This is an optimization exercise on Yosys and OpenROAD, whose aim is small area, a short achievable clock period and few clock cycles per item, not a production implementation. No functional check of the RTL was part of this run. Power figures rest on the tool's default switching activity, not on a simulated workload.

===== flow/config.mk =====
export PLATFORM = sky130hd
export DESIGN_NAME = lru_cache_table
export DESIGN_NICKNAME = lru_cache_table
export VERILOG_FILES = /design/flow/design.v
export SDC_FILE = /design/flow/constraint.sdc
export NUM_CORES = 4
export LEC_CHECK = 0
export CAP_MARGIN = 20
export CORE_MARGIN = 2
export CORE_UTILIZATION = 60
export SETUP_SLACK_MARGIN = 2.5
export SLEW_MARGIN = 20

===== flow/constraint.sdc =====
create_clock -name core_clock -period 5.0 [get_ports {clk}]
set_input_delay 1.0000 -clock core_clock [delete_from_list [all_inputs] [get_ports {clk}]]
set_output_delay 1.0000 -clock core_clock [all_outputs]
set_load 0.01 [all_outputs]

===== flow/design.v =====
package lct_pkg;
  localparam int DEPTH_DEFAULT = 16;
  localparam int CMD_W         = 2;
  localparam int KEY_W         = 16;
  localparam int VALUE_W       = 32;
  localparam logic [VALUE_W-1:0] MISS_WORD = 32'hBF80_0000;
  typedef enum logic [CMD_W-1:0] {
    CMD_LOOKUP = 2'd0,
    CMD_INSERT = 2'd1,
    CMD_CLEAR  = 2'd2
  } cmd_t;
  typedef struct packed {
    logic [KEY_W-1:0]   key;
    logic [VALUE_W-1:0] value;
  } entry_t;
  function automatic int addr_w(input int depth);
    addr_w = (depth > 1) ? $clog2(depth) : 1;
  endfunction
endpackage
module lct_ram #(
  parameter int DEPTH = lct_pkg::DEPTH_DEFAULT
) (
  input  logic                              clk,
  input  logic                              rd_en,
  input  logic [lct_pkg::addr_w(DEPTH)-1:0] rd_addr,
  output lct_pkg::entry_t                   rd_data,
  input  logic                              wr_en,
  input  logic [lct_pkg::addr_w(DEPTH)-1:0] wr_addr,
  input  lct_pkg::entry_t                   wr_data
);
  logic [lct_pkg::KEY_W+lct_pkg::VALUE_W-1:0] mem [0:DEPTH-1];
  always_ff @(posedge clk) begin
    if (wr_en) begin
      mem[wr_addr] <= wr_data;
    end
  end
  always_ff @(posedge clk) begin
    if (rd_en) begin
      rd_data <= mem[rd_addr];
    end
  end
endmodule
module lru_cache_table #(
  parameter int DEPTH = lct_pkg::DEPTH_DEFAULT
) (
  input  logic                        clk,
  input  logic                        rst,
  input  logic                        in_valid,
  output logic                        in_ready,
  input  logic [lct_pkg::CMD_W-1:0]   command,
  input  logic [lct_pkg::KEY_W-1:0]   key,
  input  logic [lct_pkg::VALUE_W-1:0] value,
  output logic                        out_valid,
  input  logic                        out_ready,
  output logic                        hit,
  output logic [lct_pkg::VALUE_W-1:0] read_data
);
  localparam int N  = DEPTH;
  localparam int IW = lct_pkg::addr_w(DEPTH);
  localparam int KW = lct_pkg::KEY_W;
  localparam int VW = lct_pkg::VALUE_W;
  logic                      req_v;
  logic [lct_pkg::CMD_W-1:0] req_cmd;
  logic [KW-1:0]             req_key;
  logic [VW-1:0]             req_val;
  logic [KW-1:0] sk [N];
  logic [VW-1:0] sv [N];
  logic [IW-1:0] order [N];
  logic [N-1:0]  vld;
  logic res_hit;
  logic res_miss;
  logic          go;
  logic [N-1:0]  ms;        
  logic [N-1:0]  ms_d;
  logic [N-1:0]  m;         
  logic [N:0]    ahead;     
  logic          any;
  logic [IW-1:0] hslot;
  logic [IW-1:0] wslot;
  logic          is_lk, is_ins, is_clr;
  logic          do_hit, do_ins, do_clr;
  assign go       = req_v && (!out_valid || out_ready);
  assign in_ready = !req_v || !out_valid || out_ready;
  always_comb begin
    for (int s = 0; s < N; s++) begin
      if (do_ins && (wslot == IW'(s))) begin
        ms_d[s] = (req_key == key);
      end else begin
        ms_d[s] = (sk[s] == key);
      end
    end
    for (int p = 0; p < N; p++) begin
      m[p] = vld[p] && ms[order[p]];
    end
    ahead[0] = 1'b0;
    for (int p = 0; p < N; p++) begin
      ahead[p+1] = ahead[p] || m[p];
    end
    any = ahead[N];
    hslot = '0;
    for (int p = 0; p < N; p++) begin
      hslot = hslot | ({IW{m[p] && !ahead[p]}} & order[p]);
    end
  end
  assign wslot  = order[N-1];
  assign is_lk  = (req_cmd == lct_pkg::CMD_LOOKUP);
  assign is_ins = (req_cmd == lct_pkg::CMD_INSERT);
  assign is_clr = (req_cmd == lct_pkg::CMD_CLEAR);
  assign do_hit = go && is_lk && any;
  assign do_ins = go && is_ins;
  assign do_clr = go && is_clr && any;
  always_ff @(posedge clk) begin
    for (int s = 0; s < N; s++) begin
      if (do_ins && (wslot == IW'(s))) begin
        sk[s] <= req_key;
        sv[s] <= req_val;
      end
    end
  end
  always_ff @(posedge clk) begin
    if (rst) begin
      for (int p = 0; p < N; p++) begin
        order[p] <= IW'(p);
      end
    end else begin
      if (do_ins) begin
        order[0] <= wslot;
      end else if (do_hit) begin
        order[0] <= hslot;
      end else if (do_clr && m[0]) begin
        order[0] <= order[1];
      end
      for (int p = 1; p < N - 1; p++) begin
        if (do_ins || (do_hit && !ahead[p])) begin
          order[p] <= order[p-1];
        end else if (do_clr && ahead[p+1]) begin
          order[p] <= order[p+1];
        end
      end
      if (do_ins || (do_hit && !ahead[N-1])) begin
        order[N-1] <= order[N-2];
      end else if (do_clr) begin
        order[N-1] <= hslot;
      end
    end
  end
  always_ff @(posedge clk) begin
    if (in_ready) begin
      ms      <= ms_d;
      req_cmd <= command;
      req_key <= key;
      req_val <= value;
    end
  end
  always_ff @(posedge clk) begin
    if (rst) begin
      req_v     <= 1'b0;
      vld       <= '0;
      out_valid <= 1'b0;
    end else begin
      if (in_ready) begin
        req_v <= in_valid;
      end
      if (do_ins) begin
        vld <= {vld[N-2:0], 1'b1};
      end else if (do_clr) begin
        vld <= {1'b0, vld[N-1:1]};
      end
      if (go) begin
        out_valid <= 1'b1;
      end else if (out_ready) begin
        out_valid <= 1'b0;
      end
    end
  end
  always_ff @(posedge clk) begin
    if (go) begin
      res_hit  <= is_lk && any;
      res_miss <= is_lk && !any;
    end
  end
  assign hit       = res_hit;
  assign read_data = res_hit ? sv[order[0]] : (res_miss ? lct_pkg::MISS_WORD : '0);
endmodule

===== flow/run.sh =====
#!/bin/bash
# synth_recipe.tcl (not shown) runs the flow's synth.tcl, then flattens the netlist and writes it again
# the make line also repeats each setting of config.mk as NAME=value (left out here)
make -C /OpenROAD-flow-scripts/flow DESIGN_CONFIG=/design/flow/config.mk WORK_HOME=/design/flow/orfs CLKGATE_MAP_FILE= SYNTH_SCRIPT=/design/flow/synth_recipe.tcl finish

==> impl_metrics.json <==
{
  "outcome": "no timing/DRC/antenna violations",
  "nets": 3107,
  "viasPerCell": 7.02,
  "syn_inst": 2622,
  "start_util": 0.609,
  "clkSinkCount": 918,
  "synth_nets": 2676,
  "ys_types": 83,
  "startpoint_type": "flip-flop",
  "die_w_um": 258,
  "vias": 27900,
  "period_needed_ns": 3.77,
  "place_congestion": 0.929,
  "die_height_um": 258,
  "path_max_fanout": 5,
  "tritoncts": "yes",
  "ys_seq_elements": 918,
  "clockBufferDepth": 3,
  "async_reset_ff_frac": 0,
  "synth_seq_area_share": 0.694,
  "grt_pass1_vias": 26600,
  "synth-edff-count": 836,
  "dp_cells": 3473,
  "finalSetupViolCount": 0,
  "numCtsBuffers": 92,
  "critPathKind": "reg -> out",
  "drc": 0,
  "portBuffers": 88,
  "dieArea_um2": 66300,
  "ios": 89,
  "grt_max_degree": 43,
  "worstMarginPinSlew_ns": 1.22,
  "worstPathArrival_ns": 2.77,
  "drt-total-wl_um": 129000,
  "p_per_area_nw_per_um2": 327,
  "required_ns": 4.00,
  "synth_top_area_cell": "edfxtp_1",
  "synth-main-ff-cell": "edfxtp_1",
  "grt_pass1_wl_um": 178000,
  "insertion_delay_ns": 0.67,
  "cts-root-buf": "clkbuf_16",
  "worst_setup_path_end_kind": "output port",
  "drive_gt1_frac": 0.326,
  "power_mw": 16.4,
  "fin_area_um2": 50100,
  "std_cell_rows": 92,
  "drtIter0Drc": 4342,
  "place_area_um2": 41000,
  "syn_area_per_cell_um2": 14.7,
  "hold_slack_ns": 0.559,
  "yosysWarningCount": 4,
  "hold_path.class": "reg -> reg",
  "clkTransAtPathRegs_ns": 0.06,
  "synth_area_leaders": "edfxtp_1 (65%), xor2_1 (6.2%), dfxtp_1 (4.3%)",
  "finalNonFillerCells": 3968,
  "fin_skew_ns": 0.0471,
  "min_period_over_period": 0.755,
  "syn2layout_area_growth_pct": 29.9,
  "fmax_ghz": 0.265,
  "max-vdd-ir-drop_uv": 338,
  "cts_htree_levels": 3,
  "drv_cap": 0,
  "synthesis.area_um2": 38600,
  "relSlewSlack": 0.188,
  "leakage_nw": 17.1,
  "grt_overflow": 0,
  "dp_hpwl_um": 60600,
  "synth_top_area_frac": 0.651,
  "final.setup.tns_ns": 0,
  "firstDrtPassIters": 7,
  "ant_nets": 0,
  "report.final.slew_viol_count": 0,
  "fillCellCount": 3388,
  "wl_per_cell_um": 32.5,
  "hold_viol": 0,
  "core_area_um2": 63300,
  "diodes": 0,
  "grt_use_total": 0.369,
  "grt_setup_unrepaired": "yes",
  "antenna_found_initial": 0
}
==> synth_stat cells, types with 7 or more instances <==
library cell / instances
edfxtp_1: 836
xor2_1: 272
a22oi_1: 218
clkbuf_1: 146
nor2_1: 112
nand2_1: 111
a21oi_1: 97
dfxtp_1: 82
mux2i_1: 80
nor4_1: 73
nand4_1: 68
nand3_1: 58
nor3_1: 30
a221oi_1: 29
mux4_2: 29
o21ai_0: 27
inv_1: 24
nor2b_1: 24
a22o_1: 22
o221a_2: 21
nand2b_1: 20
a311oi_1: 17
mux2_2: 16
o211ai_1: 16
buf_1: 13
a31oi_1: 12
buf_2: 11
o221ai_1: 10
and3_1: 9
and2_1: 7
o21ai_1: 7
==> worst paths after layout <==
check | start | to | slack [ns] | cells after the start
min | order[10][3]$_SDFFE_PP1P_ | order[10][3]$_SDFFE_PP1P_ | 0.56 | 2
max reg2reg | ms[13]$_DFFE_PP_ | order[11][1]$_SDFFE_PP1P_ | 1.42 | 13
max | order[0][0]$_SDFFE_PP0P_ | read_data[26] | 1.23 | 11
min reg2reg | order[10][3]$_SDFFE_PP1P_ | order[10][3]$_SDFFE_PP1P_ | 0.56 | 2
==> cells by family (layout without fill, tap and decap cells) <==
logic type | Yosys count | after routing | synth area share
xor gates and xnor gates | 272 | 272 | 0.0618
and+or+nand+nor | 556 | 558 | 0.0755
AOI/OAI and AO/OA | 549 | 549 | 0.106
buffers and inverters | 200 | 698 | 0.0207
DFF | 918 | 918 | 0.694
muxes | 127 | 127 | 0.0430
==> flip-flops by register name, summed over array words and instances (netlist names) <==
register and count:
out_valid 1, sk 256, order 64, vld 16, req_v 1, res_miss 1, req_val 32, ms 16
sv 512, req_key 16, req_cmd 2, res_hit 1
==> per-stage QoR <==
stage	util	setup slack [ns]
after floorplan	-	1.32
after global placement	0.648	0.899
after detailed placement	0.648	0.781
after CTS	0.761	1.34
after global routing	0.791	1.20
final	0.791	1.23
==> placed cells by master, fill, tap and decap left out, drive strengths merged, types with 38 or more instances in the layout <==
| master | count |
|---|---|
| dfxtp | 82 |
| mux2i | 80 |
| nand3 | 59 |
| clkinv | 38 |
| nand2 | 114 |
| buf | 452 |
| xor2 | 272 |
| a22oi | 218 |
| a21oi | 97 |
| nor4 | 76 |
| clkdlybuf4s50 | 51 |
| edfxtp | 836 |
| clkbuf | 120 |
| nand4 | 69 |
| nor2 | 112 |
==> per-layer routing <==
layer	vias to the layer above	track usage	part of all wire
met5	-	0	0
met3	567	0.0753	0.12
met2	2204	0.580	0.46
met1	13900	0.509	0.37
li1	11200	-	-
met4	0	0.151	0.052
==> area by class of cell <==
class,count,area (um2),share of cell area
multi-input cells,1506,13400,0.267
flip-flops and latches,918,26800,0.535
repair buffers,511,5840,0.117
well taps,846,1060,0.0211
clock inverters,48,494,0.00987
inverters,24,95.1,0.00190
clock buffers,115,2420,0.0483
==> critical path, cell delays in order (launching register included) <==
cell and delay [ns]:
dfxtp_4 0.40, buf_6 0.14, buf_6 0.11, nor3_4 0.05, buf_12 0.13, buf_12 0.13
a22o_1 0.24, a221oi_2 0.27, nand3_2 0.16, o221ai_4 0.23, nand2_2 0.10, buf_6 0.15
==> report_power, final <==
part	switching, mW	internal, mW	leakage [nW]
logic	0.579	0.447	7.39
clock network	2.97	3.76	1.41
registers	0.165	8.44	8.32
==> timing repair <==
item	in CTS	in global routing
setup endpoints to repair	921	466
buffers inserted	249	61
resized for setup	517	285
pin swaps	134	166
cloned	18	4
hold buffers	0	0

## static timing again, ports no longer ideal
How much do the figures lean on ideal ports? The routed layout below was timed once more, with nothing changed but the port constraints. Step 1 (the two cells are an assumption about what drives the block):
set clk [get_ports {clk}]
set_driving_cell -lib_cell sky130_fd_sc_hd__clkbuf_16 $clk
set_driving_cell -lib_cell sky130_fd_sc_hd__buf_2 [delete_from_list [all_inputs] $clk]
Step 2 adds t to the input delays and takes it off the output delays; t is the mean of the earliest and latest rising clock arrival at the registers after step 1. Input paths then give back, and output paths get back, about the clock's delay inside the block. Slacks: no drivers / after step 1 / after step 2; pairs: no drivers / after step 1.
t (ns): 0.718
setup WS [ns]: 1.227 / 1.159 / 1.422
latest minus earliest clock arrival (ns): 0.047 / 0.047
worst slew at a driven data input, ns: 0.06
pins driven straight from the clock port: 1
After both steps setup and hold are still met in this run. The setup slack of this run moves by -0.068 ns with the drivers and by +0.195 ns with both steps.
